This design comes from an exercise in tuning for small area, a short achievable clock period and few clock cycles on the open sky130 flow, not from production work.
Where RTL was checked, it was by simulation tests only, not by an equivalence proof against the original.
Only the layout flow was run in runs 2 and 3; the RTL was not checked for function there.

`flow/flow/run.sh`:
```
#!/bin/bash
set -euo pipefail
export SETUP_SLACK_MARGIN=5.3
export BUFFER_PORTS_ARGS="-buffer_cell sky130_fd_sc_hd__buf_1"
export CTS_ARGS="-sink_clustering_enable -repair_clock_nets -dont_use_dummy_load -buf_list sky130_fd_sc_hd__clkbuf_8 -sink_clustering_size 16 -sink_clustering_max_diameter 50"
bash standard.sh > standard.log 2>&1
```
`flow/standard.sh`:
```
#!/bin/bash
# synth_recipe.tcl (not shown) runs the flow's synth.tcl, then flattens the netlist and writes it again
# the make line also repeats each setting of config.mk as NAME=value (left out here)
make -C /OpenROAD-flow-scripts/flow DESIGN_CONFIG=/design/flow/config.mk WORK_HOME=/design/flow/orfs CLKGATE_MAP_FILE= SYNTH_SCRIPT=/design/flow/synth_recipe.tcl "${@:-finish}"
```
`flow/config.mk`:
```
export PLATFORM = sky130hd
export DESIGN_NAME = bicubic_column
export DESIGN_NICKNAME = bicubic_column
export VERILOG_FILES = /design/flow/design.v
export SDC_FILE = /design/flow/constraint.sdc
export NUM_CORES = 4
export LEC_CHECK = 0
export ABC_CLOCK_PERIOD_IN_PS = 3500
export CAP_MARGIN = 20
export CORE_MARGIN = 2
export CORE_UTILIZATION = 60
export CTS_BUF_LIST = sky130_fd_sc_hd__clkbuf_4
export SLEW_MARGIN = 20
```
`flow/constraint.sdc`:
```
create_clock -name core_clock -period 11.0 [get_ports {CLK}]
set_input_delay 2.2000 -clock core_clock [delete_from_list [all_inputs] [get_ports {CLK}]]
set_output_delay 2.2000 -clock core_clock [all_outputs]
set_load 0.01 [all_outputs]
```
`flow/design.v`:
```
`default_nettype none
package scaler_pkg;
    localparam int IMG_W      = 100;
    localparam int ROW_W      = 7;    
    localparam int ADDR_W     = 14;
    localparam int TABLE_ROW  = 101;  
    localparam int RESULT_COL = 1;
    localparam int CREDITS    = 2;    
    localparam int DIV_CYCLES = 8;    
    localparam int SPAN_W     = 6;    
    typedef enum logic [1:0] {
        REQ_TABLE = 2'd0,
        REQ_WB    = 2'd1,
        REQ_FETCH = 2'd2
    } sram_req_t;
endpackage
`default_nettype wire
`default_nettype none
package cubic_pkg;
    localparam int PIX_W  = 8;
    localparam int FRAC_W = 8;    
    typedef logic [PIX_W-1:0]  pixel_t;
    typedef logic [FRAC_W-1:0] frac_t;
    localparam int COEF_W      = 12;   
    localparam int ACC_W       = 36;   
    localparam int ROUND_SHIFT = 25;   
endpackage
`default_nettype wire
`timescale 1ns/1ps
`default_nettype none
module frac_divider (
    input  wire       CLK,
    input  wire       load_i,
    input  wire [5:0] ld_x_i,
    input  wire [5:0] ld_d_i,
    input  wire [5:0] d_i,
    input  wire       step_i,
    output logic [7:0] quot_o,
    output logic [5:0] rem_o
);
    logic [7:0] t1, t2;    
    logic [5:0] r1;
    assign t1 = {1'b0, rem_o, 1'b0} - {2'b0, d_i};
    assign r1 = t1[7] ? {rem_o[4:0], 1'b0} : t1[5:0];
    assign t2 = {1'b0, r1, 1'b0} - {2'b0, d_i};
    always_ff @(posedge CLK) begin
        if (load_i) begin
            rem_o  <= (ld_x_i == ld_d_i) ? 6'd0 : ld_x_i;
            quot_o <= '0;
        end else if (step_i) begin
            rem_o  <= t2[7] ? {r1[4:0], 1'b0} : t2[5:0];
            quot_o <= {quot_o[5:0], !t1[7], !t2[7]};
        end
    end
endmodule
`default_nettype wire
`timescale 1ns/1ps
`default_nettype none
module cubic_engine (
    input  wire        CLK,
    input  wire        v_i,       
    input  wire        u1_i,      
    input  wire [7:0]  p0_i,
    input  wire [7:0]  p1_i,
    input  wire [7:0]  p2_i,
    input  wire [7:0]  p3_i,      
    input  wire [7:0]  f_i,       
    input  wire [7:0]  d0_i,      
    input  wire [7:0]  c0_i,      
    input  wire [7:0]  c2_i,      
    output logic signed [9:0] rnd_o   
);
    logic signed [10:0] a, a_q, a_rest;    
    logic signed [9:0]  w, w_q;            
    logic signed [8:0]  c;
    logic signed [26:0] h_q;    
    logic [7:0]         f_q;
    logic signed [19:0] h1;
    logic signed [34:0] u_add, u_out;    
    logic signed [34:0] u_mul;
    logic signed [9:0]  rnd;
    logic signed [8:0]  fm_s, fq_s;     
    logic signed [34:0] d_add;
    assign a_rest = 11'sd3 * (11'(p1_i) - 11'(p2_i)) - 11'(p0_i);
    assign a      = a_rest + 11'(p3_i);
    assign w      = 10'(p0_i) + 10'(p2_i) - (10'(p1_i) <<< 1);
    assign c      = 9'(c2_i) - 9'(c0_i);
    assign fm_s = {1'b1, f_i};
    assign fq_s = {1'b0, f_q};
    assign d_add = {2'd0, d0_i, 1'b1, 24'd0};
    assign h1 = a_q * fm_s + (20'(w_q) <<< 8);
    assign u_add = u1_i ? (35'(c) <<< 16) : d_add;
    assign u_mul = h_q * fq_s;
    assign u_out = u_mul + u_add;
    assign rnd   = u_out[34:25];
    always_ff @(posedge CLK) begin
        a_q <= a;
        w_q <= w;
        if (v_i) begin
            h_q <= 27'(h1);
            f_q <= f_i;
        end else if (u1_i) begin
            h_q <= u_out[26:0];
        end
        rnd_o <= rnd;
    end
endmodule
`default_nettype wire
`timescale 1ns/1ps
`default_nettype none
import scaler_pkg::*;
import cubic_pkg::*;
module bicubic_column (
    input  wire                           CLK,
    input  wire                           RST,
    input  wire [scaler_pkg::ROW_W-1:0]   v0_i,
    input  wire [scaler_pkg::ROW_W-1:0]   h0_i,
    input  wire [scaler_pkg::SPAN_W-1:0]  sh_i,
    input  wire [scaler_pkg::SPAN_W-1:0]  th_i,
    output logic [scaler_pkg::ADDR_W-1:0] rom_addr_o,
    input  wire cubic_pkg::pixel_t        rom_data_i,
    output logic                          sram_cen_o,
    output logic                          sram_wen_o,
    output logic [scaler_pkg::ADDR_W-1:0] sram_addr_o,
    output cubic_pkg::pixel_t             sram_wdata_o,
    input  wire cubic_pkg::pixel_t        sram_rdata_i,
    output logic                          done_o
);
    logic        w0;               
    logic [5:0]  dd_q;             
    logic [5:0]  sm1_q;            
    logic        w0_q;
    logic [7:0]  q_tab, q_row;     
    logic [5:0]  r_tab, r_row;     
    logic [2:0]  cnt_q;            
    logic        div_ok;
    logic        r0w_q;            
    logic [13:0] addr_q;           
    logic        rv_q;             
    logic [7:0]  win [4];          
    logic [7:0]  wn [4];           
    logic        fetch;
    logic        ph_q;             
    logic        issue;
    logic [5:0]  ji_q;             
    logic        last;             
    logic        all_in_q;
    logic [5:0]  r_q;              
    logic [7:0]  f_q;              
    logic [5:0]  g_q;              
    logic [7:0]  rs, gs;           
    logic        u1_q, u2_q, wv_q;
    logic        s1_q, s2_q;       
    logic        eng_done_q, rd_done_q, rdw;
    logic [5:0]  jw_q;             
    logic [7:0]  res;
    logic signed [9:0] rnd;
    logic [5:0]  k_q;
    logic [7:0]  t_q;
    logic [5:0]  ta_q;
    logic        tab_done_q;
    logic [7:0]  ts;
    logic        tw;
    assign w0 = (sh_i == th_i);
    always_ff @(posedge CLK) begin
        if (RST) begin
            dd_q  <= th_i - 6'd1;
            sm1_q <= sh_i - 6'd1;
            w0_q  <= w0;
        end
    end
    frac_divider u_div_tab (
        .CLK(CLK), .load_i(RST), .ld_x_i(6'd1), .ld_d_i(th_i - 6'd1), .d_i(dd_q),
        .step_i(!div_ok), .quot_o(q_tab), .rem_o(r_tab)
    );
    frac_divider u_div_row (
        .CLK(CLK), .load_i(RST), .ld_x_i(sh_i - 6'd1), .ld_d_i(th_i - 6'd1), .d_i(dd_q),
        .step_i(!div_ok), .quot_o(q_row), .rem_o(r_row)
    );
    assign div_ok = cnt_q >= 3'd4;
    always_ff @(posedge CLK) begin
        if (RST)                cnt_q <= '0;
        else if (cnt_q != 3'd5) cnt_q <= cnt_q + 3'd1;
    end
    assign issue = ph_q && !all_in_q;
    assign last  = (ji_q + 6'd1 == dd_q);
    assign rs    = {2'b0, r_q} + {2'b0, sm1_q} - {2'b0, dd_q};
    assign gs    = {2'b0, g_q} + {2'b0, r_row} - {2'b0, dd_q};
    always_ff @(posedge CLK) begin
        if (RST) begin
            ph_q     <= 1'b0;
            ji_q     <= 6'd1;
            all_in_q <= (th_i == 6'd2);
            r_q      <= w0 ? 6'd0 : sh_i - 6'd1;
        end else begin
            ph_q <= (cnt_q == 3'd4) || (cnt_q == 3'd5 && !ph_q);
            if (issue) begin
                ji_q     <= ji_q + 6'd1;
                all_in_q <= last;
                r_q      <= rs[7] ? 6'(rs + {2'b0, dd_q}) : rs[5:0];
            end
        end
    end
    always_ff @(posedge CLK) begin
        if (cnt_q == 3'd4) begin
            f_q <= q_row;
            g_q <= r_row;
        end else if (issue) begin
            f_q <= f_q + q_row + {7'd0, !gs[7]};
            g_q <= gs[7] ? 6'(gs + {2'b0, dd_q}) : gs[5:0];
        end
    end
    assign fetch      = (cnt_q < 3'd4) || (issue && !rs[7] && !last);
    assign rom_addr_o = addr_q;
    always_ff @(posedge CLK) begin
        if (RST) begin
            addr_q <= 14'(v0_i) * 14'd100 + 14'(h0_i) - (w0 ? 14'd0 : 14'd100);
            rv_q   <= 1'b0;
        end else begin
            rv_q <= fetch;
            if (fetch) addr_q <= addr_q + 14'd100;
        end
        for (int i = 0; i < 4; i++) win[i] <= wn[i];
    end
    always_comb begin
        if (rv_q) begin
            wn[0] = win[1];
            wn[1] = win[2];
            wn[2] = win[3];
            wn[3] = rom_data_i;
        end else begin
            for (int i = 0; i < 4; i++) wn[i] = win[i];
        end
    end
    always_ff @(posedge CLK) begin
        if (RST) begin
            u1_q <= 1'b0;
            u2_q <= 1'b0;
            wv_q <= 1'b0;
        end else begin
            u1_q <= issue;
            u2_q <= u1_q;
            wv_q <= u2_q;
        end
        s1_q <= issue && fetch;
        s2_q <= s1_q;
    end
    cubic_engine u_eng (
        .CLK(CLK), .v_i(issue), .u1_i(u1_q),
        .p0_i(wn[0]), .p1_i(wn[1]), .p2_i(wn[2]), .p3_i(wn[3]), .f_i(f_q),
        .d0_i(s2_q ? win[0] : win[1]), .c0_i(win[0]), .c2_i(win[2]), .rnd_o(rnd)
    );
    assign res = rnd[9] ? 8'd0 : rnd[8] ? 8'hff : rnd[7:0];
    assign rdw = all_in_q && !rd_done_q && cnt_q == 3'd5 && !wv_q && !r0w_q;
    assign tw  = !tab_done_q && div_ok && !wv_q && !r0w_q && !rdw;
    assign ts = {2'b0, ta_q} + {2'b0, r_tab} - {2'b0, dd_q};
    always_ff @(posedge CLK) begin
        if (RST) begin
            k_q        <= '0;
            t_q        <= '0;
            ta_q       <= '0;
            tab_done_q <= 1'b0;
        end else if (tw) begin
            k_q        <= k_q + 6'd1;
            t_q        <= t_q + q_tab + {7'd0, !ts[7]};
            ta_q       <= ts[7] ? 6'(ts + {2'b0, dd_q}) : ts[5:0];
            tab_done_q <= (k_q + 6'd1 == dd_q);
        end
    end
    assign sram_cen_o   = !(wv_q || r0w_q || rdw || tw);
    assign sram_wen_o   = sram_cen_o;
    assign sram_addr_o  = wv_q  ? {1'b0, jw_q, 7'd1} :
                          r0w_q ? 14'd1 :
                          rdw   ? {1'b0, dd_q, 7'd1} : {7'd101, 1'b0, k_q};
    assign sram_wdata_o = wv_q  ? res :
                          r0w_q ? (w0_q ? win[0] : win[1]) :
                          rdw   ? (dd_q == 6'd1 ? win[1] : win[2]) : t_q;
    always_ff @(posedge CLK) begin
        r0w_q <= !RST && (cnt_q == 3'd4);
        if (RST) begin
            jw_q       <= 6'd1;
            eng_done_q <= (th_i == 6'd2);
            rd_done_q  <= 1'b0;
        end else begin
            if (wv_q) begin
                jw_q <= jw_q + 6'd1;
                if (jw_q + 6'd1 == dd_q) eng_done_q <= 1'b1;
            end
            if (rdw) rd_done_q <= 1'b1;
        end
    end
    assign done_o = eng_done_q && rd_done_q && tab_done_q;
endmodule
`default_nettype wire
```
==> summary.txt, run 1 <==
Max Cap Violations=0; Critical R2R Launch=f_q[1]; worst r2r path cells=21; RR Endpoint=u_eng.h_q[19]; commonest non-fill, non-tap cell in the layout=inv_1; first-pass GRT wire length=102,000 µm; worst path bufs/invs=4; Slew Viols, Final=0; # IOs=83; share of layout cells above drive strength 1=approximately 7%; Crit Path Max Fanout=8; PortBufs=73; final std cells w/o fill=3,603; Num CTS Buffers=34; top_reg_cell synth=dfxtp_1; worst skew pair latency=0.57 ns; CP max stage delay=0.53 ns; Final ANT Viol Nets=0; cells after synthesis=2,917; Nets=3,670; post-DP HPWL=47,000 µm; # rows=77; placed cells=3,502; largest net degree at the start of global routing=between 60 and 70; routed vias/inst=around 5.5; clk buf depth=3; worst hold stages=0; CTS root buf=clkbuf_8; slowest stage cell, crit path=fa_1; final core occ=65.8%; first-iteration detailed-routing DRC count=about 1,000; core box area=about 44,000 µm²; max_slew headroom=between 30 and 40%; async set-reset flop share out of synthesis=0%; cell area after layout=about 29,000 µm²; antenna violations before repair=3; ranking of synthesized cells by area=fa_1, ha_1, edfxtp_1, dfxtp_1, inv_1; CP endpoint kind=flip-flop; Die X=215 µm; htree depth=2; GRT Resource Usage Total=~27%; setup TNS=0 ns; Starting Density=between 60% and 70%; final hold vios=0; CP cell instances=buf_6 > nand2_1 > fa_1 > fa_1 > inv_1 > ha_1 > inv_1 > fa_1 > inv_1 > ha_4 > ha_4 > fa_2 > a21oi_2 > nor2b_1 > o31a_1 > o22ai_4 > o21ai_4 > o41ai_2 > nand4b_1 > nand3_4 > a21o_1; vias in the first global route=a little over 20,000; post-synthesis sequential area ratio=20.1%; crit path kind=flip-flop to flip-flop; DR DRC count=0; Post-Syn Area=26,700 µm²; Final GP Congestion=0.879; Final Critical Period=5.59 ns; clock sink count=220; final period utilization=approximately half; vias=between 15,000 and 20,000; crit path from=f_q[1]; f_max=179 MHz; startpoint types=flip-flop; die area=46,200 µm²; drt pass-1 iters=5; HP Class=flip-flop to flip-flop; Worst EP arrival=5.87 ns; yosys warns=7; Worst Tran Pin Value=0.985 ns; share of the synthesized area in the top cell type=24.6%; die height=215 µm; CTS tree=yes; Net Count, Synth=between 3,000 and 4,000; post-DR wirelength/cell=17.2 µm; FF-to-FF setup slack=between 5 and 6 ns; status=complete, no violations; RSZ-0062 raised after global routing=true; Worst Skew=0.0603 ns; Crit path max-delay family=adder cells; Routed WL=61,800 µm; Reg clk slew, reported paths=0.08 ns; Critical Path RT=approximately 11 ns; number of enable flip-flop cells after synthesis=96; Seq cells post-synth=220; Yosys top cell by area=fa_1; Fill cells=3,762; end of the critical path=u_eng.h_q[19]; Setup Viol. Count Final=0; most frequent cells in the layout=inv_1, fa_1, nand2_1, ha_1, nor2_1; Remaining Overflow, GRT=0; placed cell area=27,400 µm²; CP Depth=21; mean post-synth cell area=between 9 and 10 µm²; Yosys cell types=62; Area Overhead vs Synth=8.69%
==> repair_timing <==
action / 4_1_cts / 5_1_grt
setup endpoints to repair: 23 / 17
setup buffers: 40 / 24
gates resized for setup: 22 / 76
hold buffers: 0 / 0
pin swaps: 3 / 33
gates cloned: 1 / 1
==> metrics by stage <==
stage | setup slack (ns) | hold slack [ns]
2_1_floorplan | 5.33 | 0.310
3_3_place_gp | 4.76 | 0.314
3_5_place_dp | 4.68 | 0.315
4_1_cts | 5.30 | 0.336
5_1_grt | 5.24 | 0.361
6_report | 5.41 | 0.333
==> kinds of logic (layout without fill, tap and decap cells) <==
group | after synthesis | in the layout | share of synthesized area, %
AND/OR/NAND/NOR | 764 | 764 | 13.4
flip-flops | 220 | 220 | 20.1
buffers and inverters | 604 | 697 | 8.54
XOR/XNOR | 216 | 216 | 7.14
multiplexers | 80 | 80 | 3.06
other | 1 | 2 | 0.0141
adder cells (fa/ha/maj) | 614 | 614 | 38.0
AO/OA/AOI/OAI | 418 | 418 | 9.65
==> cell usage after synthesis (51+ instances only) <==
cell type	n
edfxtp_1	96
xnor2_1	138
dfxtp_1	124
mux2i_1	67
xor2_1	77
a21oi_1	147
nor2_1	175
inv_1	509
fa_1	328
clkbuf_1	82
nand2_1	285
ha_1	286
and2_1	159
a21o_1	51
o21ai_0	81
==> registers in the layout, indices dropped and copies added (netlist names), 10 cells and up <==
| name | cells |
|---|---|
| u_eng.h_q | 27 |
| win | 32 |
| u_eng.rnd_o | 10 |
| addr_q | 14 |
| u_eng.w_q | 10 |
| u_eng.a_q | 11 |
==> worst min-delay path by stage <==
stage / startpoint / endpoint / slack, ns
after floorplan: s1_q / s2_q / 0.31
after global routing: s1_q / s2_q / 0.36
final: s1_q / s2_q / 0.33
after CTS: s1_q / s2_q / 0.34
after detailed placement: s1_q / s2_q / 0.31
after global placement: s1_q / s2_q / 0.31
==> routing by layer <==
metal,vias to the layer above,GRT usage (%),share of wire [%],routed length (µm)
li1,9495,-,-,-
met1,9715,34.6,42,26000
met2,328,49.0,52,31800
met3,106,3.13,3.2,2000
met4,4,8.40,3.1,1910
met5,-,0,0.042,26
==> final cells by class <==
type	count	area (µm²)	share of cell area [%]
multi-input cells	2093	19400	67.1
flip-flops and latches	220	5380	18.6
inverters	509	1910	6.59
repair buffers	154	1040	3.59
well taps	592	741	2.56
clock buffers	34	468	1.61
diodes	1	2.50	0.00863
Testbench counts, summed over its fixed seeds: cycles 4,462.
==> run 2: changes to the inputs <==
--- a/flow/design.v
+++ b/flow/design.v
@@ -73,34 +73,33 @@
     logic signed [10:0] a, a_q, a_rest;    
     logic signed [9:0]  w, w_q;            
     logic signed [8:0]  c;
-    logic signed [26:0] h_q;    
+    logic [26:0]        h_q;    
     logic [7:0]         f_q;
     logic signed [19:0] h1;
     logic signed [34:0] u_add, u_out;    
     logic signed [34:0] u_mul;
     logic signed [9:0]  rnd;
-    logic signed [8:0]  fm_s, fq_s;     
+    logic signed [8:0]  fm_s;           
     logic signed [34:0] d_add;
     assign a_rest = 11'sd3 * (11'(p1_i) - 11'(p2_i)) - 11'(p0_i);
     assign a      = a_rest + 11'(p3_i);
     assign w      = 10'(p0_i) + 10'(p2_i) - (10'(p1_i) <<< 1);
     assign c      = 9'(c2_i) - 9'(c0_i);
     assign fm_s = {1'b1, f_i};
-    assign fq_s = {1'b0, f_q};
     assign d_add = {2'd0, d0_i, 1'b1, 24'd0};
     assign h1 = a_q * fm_s + (20'(w_q) <<< 8);
     assign u_add = u1_i ? (35'(c) <<< 16) : d_add;
-    assign u_mul = h_q * fq_s;
-    assign u_out = u_mul + u_add;
+    assign u_mul = 35'(h_q) * 35'(f_q);
+    assign u_out = u_mul + (u_add - (35'(f_q) << 26));
     assign rnd   = u_out[34:25];
     always_ff @(posedge CLK) begin
         a_q <= a;
         w_q <= w;
         if (v_i) begin
-            h_q <= 27'(h1);
+            h_q <= {~h1[19], {7{h1[19]}}, h1[18:0]};
             f_q <= f_i;
         end else if (u1_i) begin
-            h_q <= u_out[26:0];
+            h_q <= {~u_out[26], u_out[25:0]};
         end
         rnd_o <= rnd;
     end
--- a/flow/config.mk
+++ b/flow/config.mk
@@ -8,6 +8,6 @@
 export ABC_CLOCK_PERIOD_IN_PS = 3500
 export CAP_MARGIN = 20
 export CORE_MARGIN = 2
-export CORE_UTILIZATION = 60
+export CORE_UTILIZATION = 65
 export CTS_BUF_LIST = sky130_fd_sc_hd__clkbuf_4
 export SLEW_MARGIN = 20
==> summary.txt, run 2 <==
status=complete, no violations; CP max stage delay=0.59 ns; RR Endpoint=u_eng.rnd_o[7]; f_max=between 150 and 200 MHz; routed vias/inst=5.57; clock sink count=220; post-synthesis sequential area ratio=between 20% and 30%; Area Overhead vs Synth=8.97%; Starting Density=65.5%; FF-to-FF setup slack=5.36 ns; post-DP HPWL=46,300 µm; Seq cells post-synth=220; final period utilization=51.3%; die height=between 200 and 250 µm; met3 WL=~2700 µm; # IOs=83; RSZ-0062 raised after global routing=true; largest net degree at the start of global routing=67; top-count cell post-synth=inv_1; die area=between 40,000 and 50,000 µm²; CTS tree=yes; share of the synthesized area in the top cell type=24.3%; Yosys top cell by area=fa_1; Net Count, Synth=3,585; worst skew pair latency=0.56 ns; Setup Viol. Count Final=0; slowest stage cell, crit path=fa_2; max_slew headroom=33.7%; met2 WL=around 31,000 µm; htree depth=2; yosys warns=7; most flop-heavy register=win; Yosys cell types=70; async set-reset flop share out of synthesis=0%; CP cell instances=buf_12 > clkbuf_16 > and2_1 > fa_2 > fa_2 > fa_1 > fa_1 > ha_1 > ha_4 > o211ai_1 > o211ai_1 > a32oi_2 > a21oi_4 > o41ai_4 > a31oi_2 > nor2_2 > and4b_1 > or3_1; Regs by FF count=win x32, u_eng.h_q x27, addr_q x14; startpoint types=flip-flop; final hold vios=0; worst r2r path cells=18; Critical R2R Launch=u_eng.f_q[3]; Final ANT Viol Nets=0; top_reg_cell synth=dfxtp_1; core box area=40,600 µm²; # rows=74; placed cell area=approximately 27,000 µm²; crit path kind=flip-flop to flip-flop; Met1 Routed Length=~26,000 µm; clk buf depth=3; Worst EP arrival=roughly 6.0 ns; Nets=3,694; hold path startpoint=s1_q; Critical Path RT=roughly 11 ns; Reg clk slew, reported paths=0.06 ns; Max Cap Violations=0; antenna violations before repair=1; Synth top cells by count=inv_1, nand2_1, fa_1; CP endpoint kind=flip-flop; number of enable flip-flop cells after synthesis=96; Fill cells=3,196; Worst Tran Pin Value=0.987 ns; share of layout cells above drive strength 1=under 10%; Num CTS Buffers=36; ranking of synthesized cells by area=fa_1, ha_1, edfxtp_1, dfxtp_1, inv_1; Die X=206 µm; Final GP Congestion=roughly 0.89; Slew Viols, Final=0; Crit Path Max Fanout=7; setup TNS=0 ns; cell area after layout=approximately 29,000 µm²; Max Used Layer=met5; HP Class=flip-flop to flip-flop; DR DRC count=0; post-DR wirelength/cell=17.4 µm; Multi-input gate area=19,300 µm²; first-iteration detailed-routing DRC count=1,131; Routed WL=62,200 µm; CTS root buf=clkbuf_8; PortBufs=73; worst min-delay path endpoint=s2_q; Remaining Overflow, GRT=0; Post-Syn Area=26,600 µm²; max reg flops=32; GRT Resource Usage Total=29.4%; cells after synthesis=2,934; first-pass GRT wire length=a little under 100,000 µm; commonest non-fill, non-tap cell in the layout=inv_1; minimum hold slack=~0.33 ns; vias in the first global route=20,327; vias=19,911; register area=5370 µm²; Worst Skew=0.0392 ns; worst hold stages=0; mean post-synth cell area=9.07 µm²; Final Critical Period=5.64 ns; most frequent cells in the layout=inv_1, nand2_1, fa_1, ha_1, nor2_1; drt pass-1 iters=5
-- run 2: cell types whose count changed after synthesis, sizes merged, moves of 5 or more --
| cell | before | now |
|---|---|---|
| a211oi | 16 | 9 |
| a21boi | 6 | 12 |
| a21o | 51 | 45 |
| and2 | 159 | 127 |
| fa | 328 | 323 |
| inv | 509 | 534 |
| nand2 | 285 | 325 |
| nand2b | 23 | 17 |
| nor2 | 175 | 163 |
| o21a | 9 | 18 |
| o22ai | 21 | 12 |
| xor2 | 77 | 68 |
-- run 2: logic make-up after synthesis --
group | synth area share (%)
AND/OR/NAND/NOR | 13.1
buffers and inverters | 8.94
adder cells (fa/ha/maj) | 37.6
AO/OA/AOI/OAI | 9.77
flip-flops | 20.2
XOR/XNOR | 6.99
multiplexers | 3.40
other | 0.0141
-- run 2: stage by stage --
step,worst slack (ns),cells,util [%]
2_1_floorplan,5.40,2934,-
3_3_place_gp,4.20,3455,67.1
3_5_place_dp,4.13,3455,67.1
4_1_cts,5.30,3542,69.7
5_1_grt,5.21,3573,71.4
6_report,5.36,3574,71.4
-- run 2: metal layers --
| metal | vias to the layer above | global-route usage (%) |
|---|---|---|
| li1 | 9551 | - |
| met1 | 9793 | 37.4 |
| met2 | 442 | 51.5 |
| met3 | 123 | 3.78 |
| met4 | 2 | 10.4 |
| met5 | - | 0 |
-- run 2: repair_timing --
| action | 4_1_cts | 5_1_grt |
|---|---|---|
| gates resized for setup | 18 | 71 |
| setup endpoints to repair | 24 | 20 |
| pin swaps | 7 | 38 |
| setup buffers | 51 | 28 |
| hold buffers | 0 | 0 |
| gates cloned | 0 | 3 |
-- run 2: worst max path at each step --
| stage | startpoint | end | slack [ns] |
|---|---|---|---|
| 2_1_floorplan | u_eng.f_q[0] | u_eng.rnd_o[8] | 5.40 |
| 6_report | u_eng.f_q[3] | u_eng.rnd_o[7] | 5.36 |
| 4_1_cts | u_eng.f_q[0] | u_eng.h_q[26] | 5.30 |
| 3_5_place_dp | u_eng.f_q[0] | u_eng.rnd_o[8] | 4.13 |
| 5_1_grt | f_q[1] | u_eng.h_q[19] | 5.21 |
| 3_3_place_gp | u_eng.f_q[0] | u_eng.rnd_o[8] | 4.20 |
-- run 2: critical path, delay by kind of cell, from the launching register on --
family                   cells  cell delay, ns
AO/OA/AOI/OAI                6            1.24
flip-flops                   1            0.52
buffers and inverters        2            0.34
adder cells (fa/ha/maj)      6            2.58
AND/OR/NAND/NOR              4            0.79
-- run 2: layout make-up --
type                    instances  area share, %
diodes                          1        0.00863
clock buffers                  36           1.71
inverters                     535           6.92
multi-input cells            2083           66.4
flip-flops and latches        220           18.5
well taps                     532           2.29
repair buffers                167           4.12
==> run 3: changes to the inputs <==
--- a/flow/design.v
+++ b/flow/design.v
@@ -58,50 +58,57 @@
 `default_nettype none
 module cubic_engine (
     input  wire        CLK,
-    input  wire        v_i,       
+    input  wire        va_i,      
+    input  wire        vb_i,      
     input  wire        u1_i,      
     input  wire [7:0]  p0_i,
     input  wire [7:0]  p1_i,
     input  wire [7:0]  p2_i,
-    input  wire [7:0]  p3_i,      
+    input  wire [7:0]  p3_i,
     input  wire [7:0]  f_i,       
     input  wire [7:0]  d0_i,      
-    input  wire [7:0]  c0_i,      
-    input  wire [7:0]  c2_i,      
-    output logic signed [9:0] rnd_o   
+    output logic [7:0] res_o      
 );
-    logic signed [10:0] a, a_q, a_rest;    
-    logic signed [9:0]  w, w_q;            
-    logic signed [8:0]  c;
-    logic [26:0]        h_q;    
+    logic signed [9:0]  u, v, w;
+    logic signed [10:0] a, a_q;
+    logic signed [9:0]  w_q;
+    logic signed [8:0]  c_q, c2_q;
+    logic signed [4:0]  dig;           
+    logic signed [19:0] v_add, v_out;
+    logic signed [15:0] pv_q;
+    logic signed [26:0] h_q;           
     logic [7:0]         f_q;
-    logic signed [19:0] h1;
-    logic signed [34:0] u_add, u_out;    
-    logic signed [34:0] u_mul;
+    logic signed [8:0]  fq_s;          
+    logic signed [34:0] u_add, u_out;  
+    logic signed [34:0] d_add;
     logic signed [9:0]  rnd;
-    logic signed [8:0]  fm_s;           
-    logic signed [34:0] d_add;
-    assign a_rest = 11'sd3 * (11'(p1_i) - 11'(p2_i)) - 11'(p0_i);
-    assign a      = a_rest + 11'(p3_i);
-    assign w      = 10'(p0_i) + 10'(p2_i) - (10'(p1_i) <<< 1);
-    assign c      = 9'(c2_i) - 9'(c0_i);
-    assign fm_s = {1'b1, f_i};
+    assign u = 10'(p1_i) - 10'(p2_i);
+    assign v = 10'(p3_i) - 10'(p0_i);
+    assign a = 11'(v) + 11'(u) + (11'(u) <<< 1);
+    assign w = 10'(p0_i) + 10'(p2_i) - (10'(p1_i) <<< 1);
+    assign dig   = va_i ? {1'b1, f_i[7:4]} : {1'b0, f_i[3:0]};
+    assign v_add = va_i ? (20'(w_q) <<< 4) : (20'(pv_q) <<< 4);
+    assign v_out = a_q * dig + v_add;
+    assign fq_s  = {1'b0, f_q};
     assign d_add = {2'd0, d0_i, 1'b1, 24'd0};
-    assign h1 = a_q * fm_s + (20'(w_q) <<< 8);
-    assign u_add = u1_i ? (35'(c) <<< 16) : d_add;
-    assign u_mul = 35'(h_q) * 35'(f_q);
-    assign u_out = u_mul + (u_add - (35'(f_q) << 26));
+    assign u_add = u1_i ? (35'(c2_q) <<< 16) : d_add;
+    assign u_out = h_q * fq_s + u_add;
     assign rnd   = u_out[34:25];
     always_ff @(posedge CLK) begin
-        a_q <= a;
-        w_q <= w;
-        if (v_i) begin
-            h_q <= {~h1[19], {7{h1[19]}}, h1[18:0]};
+        a_q  <= a;
+        w_q  <= w;
+        c_q  <= 9'(p2_i) - 9'(p0_i);
+        c2_q <= c_q;
+        pv_q <= v_out[15:0];
+        if (vb_i) begin
+            h_q <= 27'(v_out);
             f_q <= f_i;
         end else if (u1_i) begin
-            h_q <= {~u_out[26], u_out[25:0]};
-        end
-        rnd_o <= rnd;
+            h_q <= u_out[26:0];
+        end
+        if (rnd[9])      res_o <= 8'd0;
+        else if (rnd[8]) res_o <= 8'hff;
+        else             res_o <= rnd[7:0];
     end
 endmodule
 `default_nettype wire
@@ -148,12 +155,11 @@
     logic [7:0]  f_q;              
     logic [5:0]  g_q;              
     logic [7:0]  rs, gs;           
-    logic        u1_q, u2_q, wv_q;
-    logic        s1_q, s2_q;       
+    logic        vb_q, u1_q, u2_q, wv_q;
+    logic        s1_q, s2_q, s3_q;  
     logic        eng_done_q, rd_done_q, rdw;
     logic [5:0]  jw_q;             
     logic [7:0]  res;
-    logic signed [9:0] rnd;
     logic [5:0]  k_q;
     logic [7:0]  t_q;
     logic [5:0]  ta_q;
@@ -204,7 +210,7 @@
         if (cnt_q == 3'd4) begin
             f_q <= q_row;
             g_q <= r_row;
-        end else if (issue) begin
+        end else if (vb_q) begin
             f_q <= f_q + q_row + {7'd0, !gs[7]};
             g_q <= gs[7] ? 6'(gs + {2'b0, dd_q}) : gs[5:0];
         end
@@ -233,23 +239,25 @@
     end
     always_ff @(posedge CLK) begin
         if (RST) begin
+            vb_q <= 1'b0;
             u1_q <= 1'b0;
             u2_q <= 1'b0;
             wv_q <= 1'b0;
         end else begin
-            u1_q <= issue;
+            vb_q <= issue;
+            u1_q <= vb_q;
             u2_q <= u1_q;
             wv_q <= u2_q;
         end
         s1_q <= issue && fetch;
         s2_q <= s1_q;
+        s3_q <= s2_q;
     end
     cubic_engine u_eng (
-        .CLK(CLK), .v_i(issue), .u1_i(u1_q),
+        .CLK(CLK), .va_i(ph_q), .vb_i(vb_q), .u1_i(u1_q),
         .p0_i(wn[0]), .p1_i(wn[1]), .p2_i(wn[2]), .p3_i(wn[3]), .f_i(f_q),
-        .d0_i(s2_q ? win[0] : win[1]), .c0_i(win[0]), .c2_i(win[2]), .rnd_o(rnd)
+        .d0_i(s3_q ? win[0] : win[1]), .res_o(res)
     );
-    assign res = rnd[9] ? 8'd0 : rnd[8] ? 8'hff : rnd[7:0];
     assign rdw = all_in_q && !rd_done_q && cnt_q == 3'd5 && !wv_q && !r0w_q;
     assign tw  = !tab_done_q && div_ok && !wv_q && !r0w_q && !rdw;
     assign ts = {2'b0, ta_q} + {2'b0, r_tab} - {2'b0, dd_q};
==> flow/run.sh (new file) <==
#!/bin/bash
# synth_recipe.tcl (not shown) runs the flow's synth.tcl, then flattens the netlist and writes it again
# the make line also repeats each setting of config.mk as NAME=value (left out here)
make -C /OpenROAD-flow-scripts/flow DESIGN_CONFIG=/design/flow/config.mk WORK_HOME=/design/flow/orfs CLKGATE_MAP_FILE= SYNTH_SCRIPT=/design/flow/synth_recipe.tcl finish
--- a/flow/config.mk
+++ b/flow/config.mk
@@ -8,6 +8,6 @@
 export ABC_CLOCK_PERIOD_IN_PS = 3500
 export CAP_MARGIN = 20
 export CORE_MARGIN = 2
-export CORE_UTILIZATION = 65
-export CTS_BUF_LIST = sky130_fd_sc_hd__clkbuf_4
+export CORE_UTILIZATION = 40
+export SETUP_SLACK_MARGIN = 5.0
 export SLEW_MARGIN = 20
removed: flow/flow/run.sh
removed: flow/standard.sh
==> summary.txt, run 3 <==
status=complete, no violations; worst skew pair latency=0.57 ns; Setup WS pre-CTS=3.61 ns; DR DRC count=0; Routed WL=about 65,000 µm; max reg flops=32; top-count cell post-synth=inv_1; Worst Tran Pin Value=~1.0 ns; Final ANT Viol Nets=0; startpoint types=flip-flop; first-iteration detailed-routing DRC count=1,040; most flop-heavy register=win; Post-Syn Area=around 27,000 µm²; Starting Density=40.6%; largest net degree at the start of global routing=90; CTS Hold Bufs=0; main combinational cell family by area after synthesis=adder cells; CTS root buf=clkbuf_16; die area=roughly 70,000 µm²; met2 WL=31,500 µm; Yosys cell types=70; ANT cells=0; post-synthesis sequential area ratio=22.5%; number of enable flip-flop cells after synthesis=between 90 and 100; Nets=3,599; vias=19,918; final hold vios=0; HP Class=flip-flop to flip-flop; first-pass GRT wire length=107,000 µm; post-DR wirelength/cell=16.7 µm; Die X=263 µm; PortBufs=73; Seq cells post-synth=253; Critical Path RT=11.30 ns; met3 WL=around 2700 µm; Worst Skew=0.0112 ns; die height=263 µm; Regs by FF count=win x32, u_eng.h_q x27, u_eng.pv_q x16; Crit Path Max Fanout=8; Reg clk slew, reported paths=0.07 ns; # rows=94; mean post-synth cell area=9.19 µm²; clk buf depth=3; Synth Area in Simple Gates=13.2%; Num CTS Buffers=29; placed cell area=28,400 µm²; RSZ-0062 raised after global routing=true; mux share of post-synthesis cell area=4.69%; Synth Area in Compound Gates=10.9%; CTS tree=yes; Final GP Congestion=0.844; CP endpoint kind=flip-flop; Met1 Routed Length=between 20,000 and 30,000 µm; Setup Viol. Count Final=0; Max Used Layer=met4; Synth top cells by count=inv_1, ha_1, fa_1; most frequent cells in the layout=inv_1, ha_1, fa_1, nand2_1, nor2_1; drt pass-1 iters=5; post-DP HPWL=49,300 µm; routed vias/inst=between 5 and 6; setup TNS=0 ns; smallest setup slack after layout=5.07 ns; f_max=about 170 MHz; Final Critical Period=5.93 ns; clock sink count=253; Slew Viols, Final=0; max_slew headroom=30.6%; core box area=~66,000 µm²; antenna violations before repair=1; top_reg_cell synth=dfxtp_1; Area Overhead vs Synth=14.0%; final period utilization=53.9%; crit path kind=flip-flop to flip-flop; cell area after layout=30,500 µm²; Yosys top cell by area=fa_1; XOR/XNOR Fraction of Synth Area=7.42%; htree depth=1; vias in the first global route=20,704; Worst EP arrival=6.23 ns; commonest non-fill, non-tap cell in the layout=inv_1; Net Count, Synth=about 3,500; ranking of synthesized cells by area=fa_1, ha_1, dfxtp_1, edfxtp_1, inv_1; # IOs=83; synthesized-area fraction occupied by adder cells=33.3%; Remaining Overflow, GRT=0; yosys warns=7; async set-reset flop share out of synthesis=0%; Max Cap Violations=0; share of layout cells above drive strength 1=around 8.6%; cells after synthesis=between 2,000 and 3,000; GRT Resource Usage Total=18.8%; share of the synthesized area in the top cell type=19.9%
run 3: path summary, 6_finish.rpt:
check               start            end  slack (ns)  depth (start not counted)
min reg2reg  u_eng.c_q[1]  u_eng.c2_q[1]        0.33                          0
max                  ph_q  u_eng.h_q[20]        5.07                         27
max reg2reg          ph_q  u_eng.h_q[20]        5.07                         27
min          u_eng.c_q[1]  u_eng.c2_q[1]        0.33                          0
run 3: area by class of cell:
class / instances / area (µm²)
inverter: 484 / 1820
sequential: 253 / 6030
clock inverter: 22 / 206
timing repair buffer: 148 / 1490
fill: 6121 / 35500
clock buffer: 32 / 768
multi-input combinational: 2088 / 19100
tap: 864 / 1080
run 3: cell families after synthesis:
group                    count (synthesis)
buffers and inverters                  570
multiplexers                           120
flip-flops                             253
XOR/XNOR                               225
adder cells (fa/ha/maj)                552
AND/OR/NAND/NOR                        723
AO/OA/AOI/OAI                          467
other                                    1
run 3: layer usage:
metal / up-vias / global-route usage, %
li1: 9659 / -
met1: 9753 / 25.1
met2: 418 / 32.9
met3: 88 / 1.69
met4: 0 / 4.63
met5: - / 0
run 3: repair_timing:
| action | 4_1_cts | 5_1_grt |
|---|---|---|
| setup buffers | 33 | 25 |
| resized for setup | 43 | 74 |
| cloned | 0 | 1 |
| setup endpoints to repair | 29 | 24 |
| pin swaps | 18 | 33 |
run 3: critical path, stage by stage (launching register included):
cell and delay [ns]:
dfxtp_4 0.42, buf_12 0.14, mux2i_1 0.20, buf_4 0.17
nand2b_4 0.14, fa_1 0.43, fa_1 0.51, fa_1 0.42
inv_2 0.11, ha_4 0.20, a21o_1 0.18, a21oi_2 0.17
o21bai_1 0.09, a21oi_2 0.18, nor2b_2 0.08, o2111ai_2 0.18
nand3_2 0.17, nor2_4 0.15, xnor2_2 0.09, ha_4 0.31
nand3_2 0.08, nand2_1 0.09, a41oi_2 0.05, a211o_1 0.37
a211o_1 0.24, o21a_1 0.12, mux2_4 0.31, o21ai_1 0.09
run 3: metrics by stage:
stage                     utilization (%)  hold WS [ns]  instances
after CTS                            45.2         0.324       3865
after global placement               43.0         0.311       3778
after floorplan                         -         0.310       2911
final                                46.2         0.327       3891
after detailed placement             43.0         0.314       3778
after global routing                 46.2         0.332       3891

[separate check: timing with driven ports]
No port has a modelled driver above. Below, the same layouts with a new extraction and two added sets of constraints. Step 1 (the two cells are an assumption about what drives the block):
set clk [get_ports {CLK}]
set_driving_cell -lib_cell sky130_fd_sc_hd__clkbuf_16 $clk
set_driving_cell -lib_cell sky130_fd_sc_hd__buf_2 [delete_from_list [all_inputs] $clk]
Step 2 also shifts input and output timing later by t, the mid clock arrival at the registers, as if the neighbouring blocks saw the same clock. Slacks: ideal / step 1 / step 2; pairs: ideal / step 1.
run | t (ns) | setup slack, ns | worst setup path after step 2 | clock arrival spread, ns | worst slew at a driven data input, ns
run 1 | 0.588 | 5.410 / 5.410 / 4.967 | input to register | 0.061 / 0.061 | 0.09
run 2 | 0.587 | 5.361 / 5.361 / 5.088 | input to register | 0.040 / 0.040 | 0.08
run 3 | 0.623 | 5.066 / 5.066 / 4.633 | input to register | 0.011 / 0.012 | 0.08
After both steps setup and hold are still met in every run listed. For run 1, which loses most, drivers alone change the setup slack by 0.000 ns; drivers and shift together by -0.443 ns.
